What follows belongs to an exercise in optimizing a design on an open flow for small area; a production flow would make more cautious choices.
Only simulation tests tie the RTL to the original design; equivalence was not proved.
Power figures rest on the tool's default switching activity, not on a simulated workload.

Setup of job 7116:
## ex_stage
module ex_stage
(
    input  logic        clock,
    input  logic        reset,
    input  logic [31:0] d1_in,
    input  logic [31:0] d2_in,
    input  logic [4:0]  rd_in,
    input  logic [31:0] imm_in,
    input  logic [31:0] ctrl_in,
    input  logic [31:0] pc_in,
    output logic        branch,
    output logic [31:0] branch_target,
    output logic        stall,
    output logic [31:0] result_out,
    output logic [31:0] store_data_out,
    output logic [4:0]  rd_out,
    output logic        mem_read_out,
    output logic        mem_write_out,
    output logic        reg_write_out,
    output logic [2:0]  mem_size_out
);
clock: 7.0 ns
lec_check: 0
abc_area: 1
cap_margin: 20
core_margin: 2
core_utilization: 40
slew_margin: 20
synth_hierarchical: 1
standard.sh (not shown) runs the stock make flow with config.mk's settings and CLKGATE_MAP_FILE= SYNTH_SCRIPT=/design/flow/synth_recipe.tcl, a recipe that flattens the netlist after the stock synthesis.
==> flow/flow/run.sh <==
#!/bin/bash
# The standard layout, with the smallest buffer (buf_1) on every port
# instead of the default delay buffer; repair upsizes it where needed.
set -euo pipefail
bash standard.sh "BUFFER_PORTS_ARGS=-buffer_cell sky130_fd_sc_hd__buf_1" finish > make_finish.log 2>&1
Job 7116: done, clean on timing, DRC and antenna
Input changes introduced in job 9643 (baseline for comparison: job 7116):
Settings: SYNTH_HIERARCHICAL removed (was 1).
==> flow/flow/run.sh <==
#!/bin/bash
# The standard layout with two changes:
#  - synthesis maps with flow/abc.script (area-oriented mapping) in place of
#    ORFS's abc script; the rest of synth_recipe.tcl is unchanged;
#  - the smallest buffer (buf_1) on every port instead of the default delay
#    buffer; repair upsizes it where needed.
# Each tool's output stays in orfs/logs; make's own output goes to make_finish.log.
set -euo pipefail
here=$(pwd)
{
  head -n 1 synth_recipe.tcl
  cat <<EOT
proc abc {args} {
  set i [lsearch -exact \$args -script]
  if {\$i >= 0} { set args [lreplace \$args \$i [expr {\$i + 1}] -script $here/flow/abc.script] }
  yosys abc {*}\$args
}
EOT
  tail -n +2 synth_recipe.tcl
} > own_synth.tcl
bash standard.sh "SYNTH_SCRIPT=$here/own_synth.tcl" \
  "BUFFER_PORTS_ARGS=-buffer_cell sky130_fd_sc_hd__buf_1" finish > make_finish.log 2>&1
==> flow/flow/abc.script (new file) <==
strash
&get -n
&fraig -x
&put
scorr
dc2
dch -f
amap
topo
dnsize -c
Findings:
Cmp job 9643 and job 7116 / number of cells on the critical path / higher: job 9643. Comparing job 9643 and job 7116, the higher post-route setup TNS was measured on job 7116. Going from job 7116 to job 9643, share of final-layout standard cells stronger than drive strength 1 grows by 17 points. Looking at shortest period the worst path allows, job 9643 sits 1.78 ns above job 7116. Cell area was higher in job 9643 than in job 7116. To summarise job 9643: no stage aborted, but the layout did not pass its checks, failing on negative setup slack. Taking job 7116 as the reference point, the setup slack after layout of job 9643 falls by 1.78 ns.
## Diff of input files: job 5671 against job 9643
Settings: SLEW_MARGIN changed from 20 to 0; SYNTH_HIERARCHICAL newly set to 1; CAP_MARGIN changed from 20 to 0.
==> flow/flow/run.sh <==
#!/bin/bash
# The standard layout, with the smallest buffer (buf_1) on every port
# instead of the default delay buffer; repair upsizes it where needed.
set -euo pipefail
bash standard.sh "BUFFER_PORTS_ARGS=-buffer_cell sky130_fd_sc_hd__buf_1" finish > make_finish.log 2>&1
removed: flow/flow/abc.script
==> notes.md <==
- Job 5671 reached the final stage; the timing, DRC and antenna checks on its layout passed.
- Job 9643 -> job 5671: setup skew after layout flat
- Job 5671 ends up with a initial antenna violation count that is 1 higher than in job 9643.
- The overall power of the completed layout on job 5671 is in line with that on job 9643.
- The layout-stage area growth over the synthesis result of job 5671 is lower than that of job 9643.
- The final reports for job 5671 and job 9643 show quantity of gates resized following cts lower in the former.
- Side by side, via count of the first global-routing pass turned out higher in job 5671 than in job 9643.
- The non-filler instance count after layout in job 5671 was higher than what job 9643 gave.
- Count of filler cells inserted in the layout (job 5671 vs. job 9643) increases by more than a quarter
- Max peak per-stage delay on the critical path across job 5671 and job 9643: job 5671
- Job 9643 ended up with buf_4 as its commonest non-fill, non-tap cell in the layout; job 5671 ended up with nand2_1.
## Diff of input files: job 7409 against job 5671
Settings: changing SLEW_MARGIN from 0 to 20; changing CAP_MARGIN from 0 to 20.
==> flow/flow/run.sh <==
#!/bin/bash
# The standard layout with two changes:
#  - synthesis (hierarchical, as config.mk sets) maps the adder modules
#    (ex_add) with ORFS's own abc script, and every other module with
#    flow/abc_small.script (area-oriented amap, then buffering and sizing);
#    the rest of synth_recipe.tcl is unchanged;
#  - the smallest buffer (buf_1) on every port instead of the default delay
#    buffer; repair upsizes it where needed;
#  - timing-driven placement keeps none of its trial repairs
#    (GPL_KEEP_OVERFLOW=0); the later repair steps fix what is needed.
# Each tool's output stays in orfs/logs; make's own output goes to make_finish.log.
set -euo pipefail
here=$(pwd)
{
  head -n 1 synth_recipe.tcl
  cat <<EOT
proc abc {args} {
  set i [lsearch -exact \$args -script]
  yosys abc {*}\$args *ex_add*
  yosys abc {*}[lreplace \$args \$i [expr {\$i + 1}] -script $here/flow/abc_small.script] *ex_add* %n
}
EOT
  tail -n +2 synth_recipe.tcl
} > own_synth.tcl
bash standard.sh "SYNTH_SCRIPT=$here/own_synth.tcl" \
  "BUFFER_PORTS_ARGS=-buffer_cell sky130_fd_sc_hd__buf_1" GPL_KEEP_OVERFLOW=0 finish > make_finish.log 2>&1
==> flow/flow/abc_small.script (new file) <==
strash
&get -n
&fraig -x
&put
scorr
dc2
dch -f
amap
topo
stime -c
buffer -c
upsize -c
dnsize -c
The final report for job 7409 shows a completed flow and a layout that fails verification, specifically negative setup slack. Higher worst supply voltage drop on vdd among job 5671 and job 7409: job 7409. Post-route cell area down about 3.5% in job 7409 wrt job 5671. Job 7409: clock share of power is 3.5 points higher than what job 5671 reported. Compared with job 5671, job 7409 shows a area growth from synthesis to final layout that is 5.5 points higher.
diff inputs: job 7409 => job 4367
==> flow/flow/run.sh <==
#!/bin/bash
# The standard layout with two changes:
#  - synthesis maps with flow/abc.script (area-oriented mapping) in place of
#    ORFS's abc script; the rest of synth_recipe.tcl is unchanged;
#  - the smallest buffer (buf_1) on every port instead of the default delay
#    buffer; repair upsizes it where needed.
# Each tool's output stays in orfs/logs; make's own output goes to make_finish.log.
set -euo pipefail
here=$(pwd)
{
  head -n 1 synth_recipe.tcl
  cat <<EOT
proc abc {args} {
  set i [lsearch -exact \$args -script]
  if {\$i >= 0} { set args [lreplace \$args \$i [expr {\$i + 1}] -script $here/flow/abc.script] }
  yosys abc {*}\$args
}
EOT
  tail -n +2 synth_recipe.tcl
} > own_synth.tcl
bash standard.sh "SYNTH_SCRIPT=$here/own_synth.tcl" \
  "BUFFER_PORTS_ARGS=-buffer_cell sky130_fd_sc_hd__buf_1" finish > make_finish.log 2>&1
==> flow/flow/abc.script (new file) <==
strash
dch -f
amap
topo
dnsize -c
removed: flow/flow/abc_small.script
Results
Every stage of job 4367 finished as expected; the final checks, on the other hand, flagged negative setup slack, which means the layout fails.
From job 7409 to job 4367 the numbers moved as follows: wire length shows a reduction of 17%, number of design-rule violations left by the first detailed-router iteration shows a reduction of 1086.
Compared with job 7409, job 4367 shows full die area lower by 0.0022 mm².

Another version of the RTL of ex_stage (not shown whole).
For scale: about 1600 cells after synthesis.
clock: 7.0 ns
lec_check: 0
abc_area: 1
cap_margin: 20
core_margin: 2
core_utilization: 40
setup_slack_margin: 0.1
slew_margin: 20
synth_hierarchical: 1
==> flow/flow/run.sh <==
#!/bin/bash
# The standard layout with these changes:
#  - synthesis (hierarchical, as config.mk sets) maps the adder and
#    incrementer modules (ex_add, ex_inc) with ORFS's own abc script, and every other module with
#    flow/abc_small.script (area-oriented amap, then buffering and sizing);
#    the rest of synth_recipe.tcl is unchanged;
#  - the smallest buffer (buf_1) on every port instead of the default delay
#    buffer; repair upsizes it where needed;
#  - timing-driven placement keeps none of its trial repairs
#    (GPL_KEEP_OVERFLOW=0); the later repair steps fix what is needed.
# Each tool's output stays in orfs/logs; make's own output goes to make_finish.log.
set -euo pipefail
here=$(pwd)
{
  head -n 1 synth_recipe.tcl
  cat <<EOT
proc abc {args} {
  set i [lsearch -exact \$args -script]
  yosys abc {*}\$args *ex_add* *ex_inc*
  yosys abc {*}[lreplace \$args \$i [expr {\$i + 1}] -script $here/flow/abc_small.script] *ex_add* *ex_inc* %u %n
}
EOT
  tail -n +2 synth_recipe.tcl
} > own_synth.tcl
bash standard.sh "SYNTH_SCRIPT=$here/own_synth.tcl" \
  "BUFFER_PORTS_ARGS=-buffer_cell sky130_fd_sc_hd__buf_1" GPL_KEEP_OVERFLOW=0 finish > make_finish.log 2>&1
==> flow/flow/abc_small.script <==
strash
&get -n
&fraig -x
&put
scorr
dc2
dch -f
amap
topo
stime -c
buffer -c
upsize -c
dnsize -c
==> next run, changes <==
--- a/flow/flow/run.sh
+++ b/flow/flow/run.sh
@@ -3,5 +3,6 @@
 #  - synthesis (hierarchical, as config.mk sets) maps the adder and
 #    incrementer modules (ex_add, ex_inc) with ORFS's own abc script, and every other module with
-#    flow/abc_small.script (area-oriented amap, then buffering and sizing);
+#    flow/abc_small.script (resynthesis and area-oriented amap, then
+#    buffering and sizing);
 #    the rest of synth_recipe.tcl is unchanged;
 #  - the smallest buffer (buf_1) on every port instead of the default delay
==> flow/flow/abc_small.script (replaced) <==
strash
&get -n
&fraig -x
&put
scorr
dc2
dc2
dch -f
amap
topo
stime -c
buffer -c
upsize -c
dnsize -c
=> Clock power shrinks by about 2%. Area after synthesis decreases by 3.3%. Worst hold slack is better by 7.7 ps. Wire length shrinks by 9.0%. Sequential power falls by about 2%. Flip-flop and latch count is unchanged. First-iteration DRC count grows by about 10%. Die area came out lower by 3.2%. Sequential share of layout area grows by 0.44 points. Non-clock buffer count goes down by 7. Utilization shrinks by 0.26 points.
==> next run, changes <==
CTS_BUF_LIST = sky130_fd_sc_hd__clkbuf_8   (was unset)
CTS_CLUSTER_DIAMETER = 50   (was unset)
What happened: The changed run finished with timing, DRC and antenna clean. Final area goes down slightly. Non-clock buffer count is unchanged. Flip-flop and latch count stays the same. Global-route usage hardly moves. Synthesized cell count is unchanged. Die area does not change.
==> next run, changes <==
CTS_BUF_LIST = sky130_fd_sc_hd__clkbuf_4 sky130_fd_sc_hd__clkbuf_8   (was sky130_fd_sc_hd__clkbuf_8)
CTS_CLUSTER_DIAMETER = unset   (was 50)
Result: Clock skew does not change; wire length is unchanged; core utilization does not change; critical path depth stays the same.
==> next run, changes <==
CTS_BUF_LIST = sky130_fd_sc_hd__clkbuf_8   (was sky130_fd_sc_hd__clkbuf_4 sky130_fd_sc_hd__clkbuf_8)
- critical path depth is unchanged
- clock-buffer cell count is unchanged
- routed wire length is unchanged
- register-to-register slack hardly moves
- combinational power barely changes
- maximum frequency does not change
- power is unchanged

## run A
Another version of the RTL of ex_stage (not shown whole).
Size in the first run: ~1600 cells after synthesis, ~280 I/O pins, roughly 11000 um2 of cells after synthesis.
Settings: LEC_CHECK=0, ABC_AREA=1, CAP_MARGIN=20, CORE_MARGIN=2, CORE_UTILIZATION=40, SETUP_SLACK_MARGIN=0.1, SLEW_MARGIN=20, SYNTH_HIERARCHICAL=1; clock period 7.0 ns.
==> flow/flow/run.sh <==
#!/bin/bash
# The standard layout with these changes:
#  - synthesis (hierarchical, as config.mk sets) maps the adder and
#    incrementer modules (ex_add, ex_inc) with ORFS's own abc script, and every other module with
#    flow/abc_small.script (resynthesis and area-oriented amap, then
#    buffering and sizing);
#    the rest of synth_recipe.tcl is unchanged;
#  - the smallest buffer (buf_1) on every port instead of the default delay
#    buffer; repair upsizes it where needed;
#  - timing-driven placement keeps none of its trial repairs
#    (GPL_KEEP_OVERFLOW=0); the later repair steps fix what is needed.
# Each tool's output stays in orfs/logs; make's own output goes to make_finish.log.
set -euo pipefail
here=$(pwd)
{
  head -n 1 synth_recipe.tcl
  cat <<EOT
proc abc {args} {
  set i [lsearch -exact \$args -script]
  yosys abc {*}\$args *ex_add* *ex_inc*
  yosys abc {*}[lreplace \$args \$i [expr {\$i + 1}] -script $here/flow/abc_small.script] *ex_add* *ex_inc* %u %n
}
EOT
  tail -n +2 synth_recipe.tcl
} > own_synth.tcl
bash standard.sh "SYNTH_SCRIPT=$here/own_synth.tcl" \
  "BUFFER_PORTS_ARGS=-buffer_cell sky130_fd_sc_hd__buf_1" GPL_KEEP_OVERFLOW=0 finish > make_finish.log 2>&1
==> flow/flow/abc_small.script <==
strash
&get -n
&fraig -x
&put
scorr
dc2
dc2
dch -f
amap
topo
stime -c
buffer -c
upsize -c
dnsize -c
The following lists how run B was set up differently from run A:
# run A
export LEC_CHECK = 0
export ABC_AREA = 1
export CAP_MARGIN = 20
export CORE_MARGIN = 2
export CORE_UTILIZATION = 40
export SETUP_SLACK_MARGIN = 0.1
export SLEW_MARGIN = 20
export SYNTH_HIERARCHICAL = 1
create_clock -name core_clock -period 7.0 [get_ports {clock}]
# run B
export LEC_CHECK = 0
export ABC_AREA = 1
export CAP_MARGIN = 20
export CORE_MARGIN = 2
export CORE_UTILIZATION = 40
export SETUP_SLACK_MARGIN = 0.15
export SLEW_MARGIN = 20
export SYNTH_HIERARCHICAL = 1
create_clock -name core_clock -period 7.0 [get_ports {clock}]
[summary]
Run B and run A ended up with roughly the same via count.
Number of non-clock buffers in the layout was lower in run A than in run B.
Looking at highest clock rate, run B sits 0.94% below run A.
Run B: logic depth of the worst path, buffers included 5 above run A
The worst hold slack after final layout of run A and that of run B are within noise of each other.
For HPWL after detailed placement, run B and run A come out practically identical.
Comparing the two runs side by side, run B comes out behind run A on cell area.
Looking at run B and run A, the combinational-cell power consumption is a wash.
> inputs changed (run B -> run C)
# run B
export LEC_CHECK = 0
export ABC_AREA = 1
export CAP_MARGIN = 20
export CORE_MARGIN = 2
export CORE_UTILIZATION = 40
export SETUP_SLACK_MARGIN = 0.15
export SLEW_MARGIN = 20
export SYNTH_HIERARCHICAL = 1
create_clock -name core_clock -period 7.0 [get_ports {clock}]
# run C
export LEC_CHECK = 0
export ABC_AREA = 1
export CAP_MARGIN = 20
export CORE_MARGIN = 2
export CORE_UTILIZATION = 40
export GPL_ROUTABILITY_DRIVEN = 0
export SETUP_SLACK_MARGIN = 0.1
export SLEW_MARGIN = 20
export SYNTH_HIERARCHICAL = 1
create_clock -name core_clock -period 7.0 [get_ports {clock}]
Findings:
- Start point of the critical path = res_q[31]$_DFF_P_: run C; start point of the critical path = sz_q[2]$_DFF_P_: run B
- Run C completed every stage of the flow, and the final layout passed the timing, DRC and antenna checks.
- Instance area at placement was lower in run C than in run B.
- Taking run B as the reference, in run C clock network fraction of total power picked up an extra 0.2 points; highest cell delay on the worst timing path picked up an extra 0.03 ns; final routed wirelength across all metal layers lost 6.9%.

-- re-timing with driven ports --
In the flow no input, the clock included, has a driving cell. The finished layouts below were timed again as built, in two steps. Step 1: set_driving_cell puts a clkbuf_16 on clock and a buf_2 on each other input, an assumption about the parent block. Step 2 times the ports against the registers' clock, not the clock port: input delays grow and output delays shrink by t, the midpoint of the rising clock arrivals with the driver on. Three values: ideal ports, drivers, drivers and shift; two values: the first two.
run | t (ns) | setup slack, ns | worst setup path after step 2 | worst data-port slew with drivers (ns) | pins driven straight from the clock port
job 7116 | 0.410 | 0.220 / 0.197 / 0.197 | input to output | 0.09 | 1
job 9643 | 0.395 | -1.561 / -1.609 / -1.609 | input to output | 0.06 | 1
job 5671 | 0.415 | 0.152 / 0.131 / 0.131 | input to output | 0.08 | 1
job 7409 | 0.405 | -0.177 / -0.340 / -0.340 | input to output | 0.16 | 1
job 4367 | 0.409 | -1.130 / -1.184 / -1.184 | input to output | 0.11 | 1
the first run of note 2 | 0.407 | 0.182 / 0.046 / 0.046 | input to output | 0.14 | 1
the second run of note 2 | 0.405 | 0.119 / -0.043 / -0.289 | input to register | 0.16 | 1
the third run of note 2 | 0.441 | 0.175 / 0.018 / -0.198 | input to register | 0.16 | 1
the fourth run of note 2 | 0.441 | 0.175 / 0.018 / -0.198 | input to register | 0.16 | 1
the fifth run of note 2 | 0.441 | 0.175 / 0.018 / -0.198 | input to register | 0.16 | 1
run A | 0.409 | 0.191 / 0.141 / -0.220 | input to register | 0.08 | 1
run B | 0.412 | 0.127 / 0.074 / 0.138 | input to output | 0.08 | 1
run C | 0.409 | 0.130 / 0.080 / -0.162 | input to register | 0.08 | 1
With both steps, setup timing fails in 6 of these runs, where it was met with ideal ports. The setup slack of run A, which loses most, moves by -0.050 ns with the drivers and by -0.411 ns with both steps.
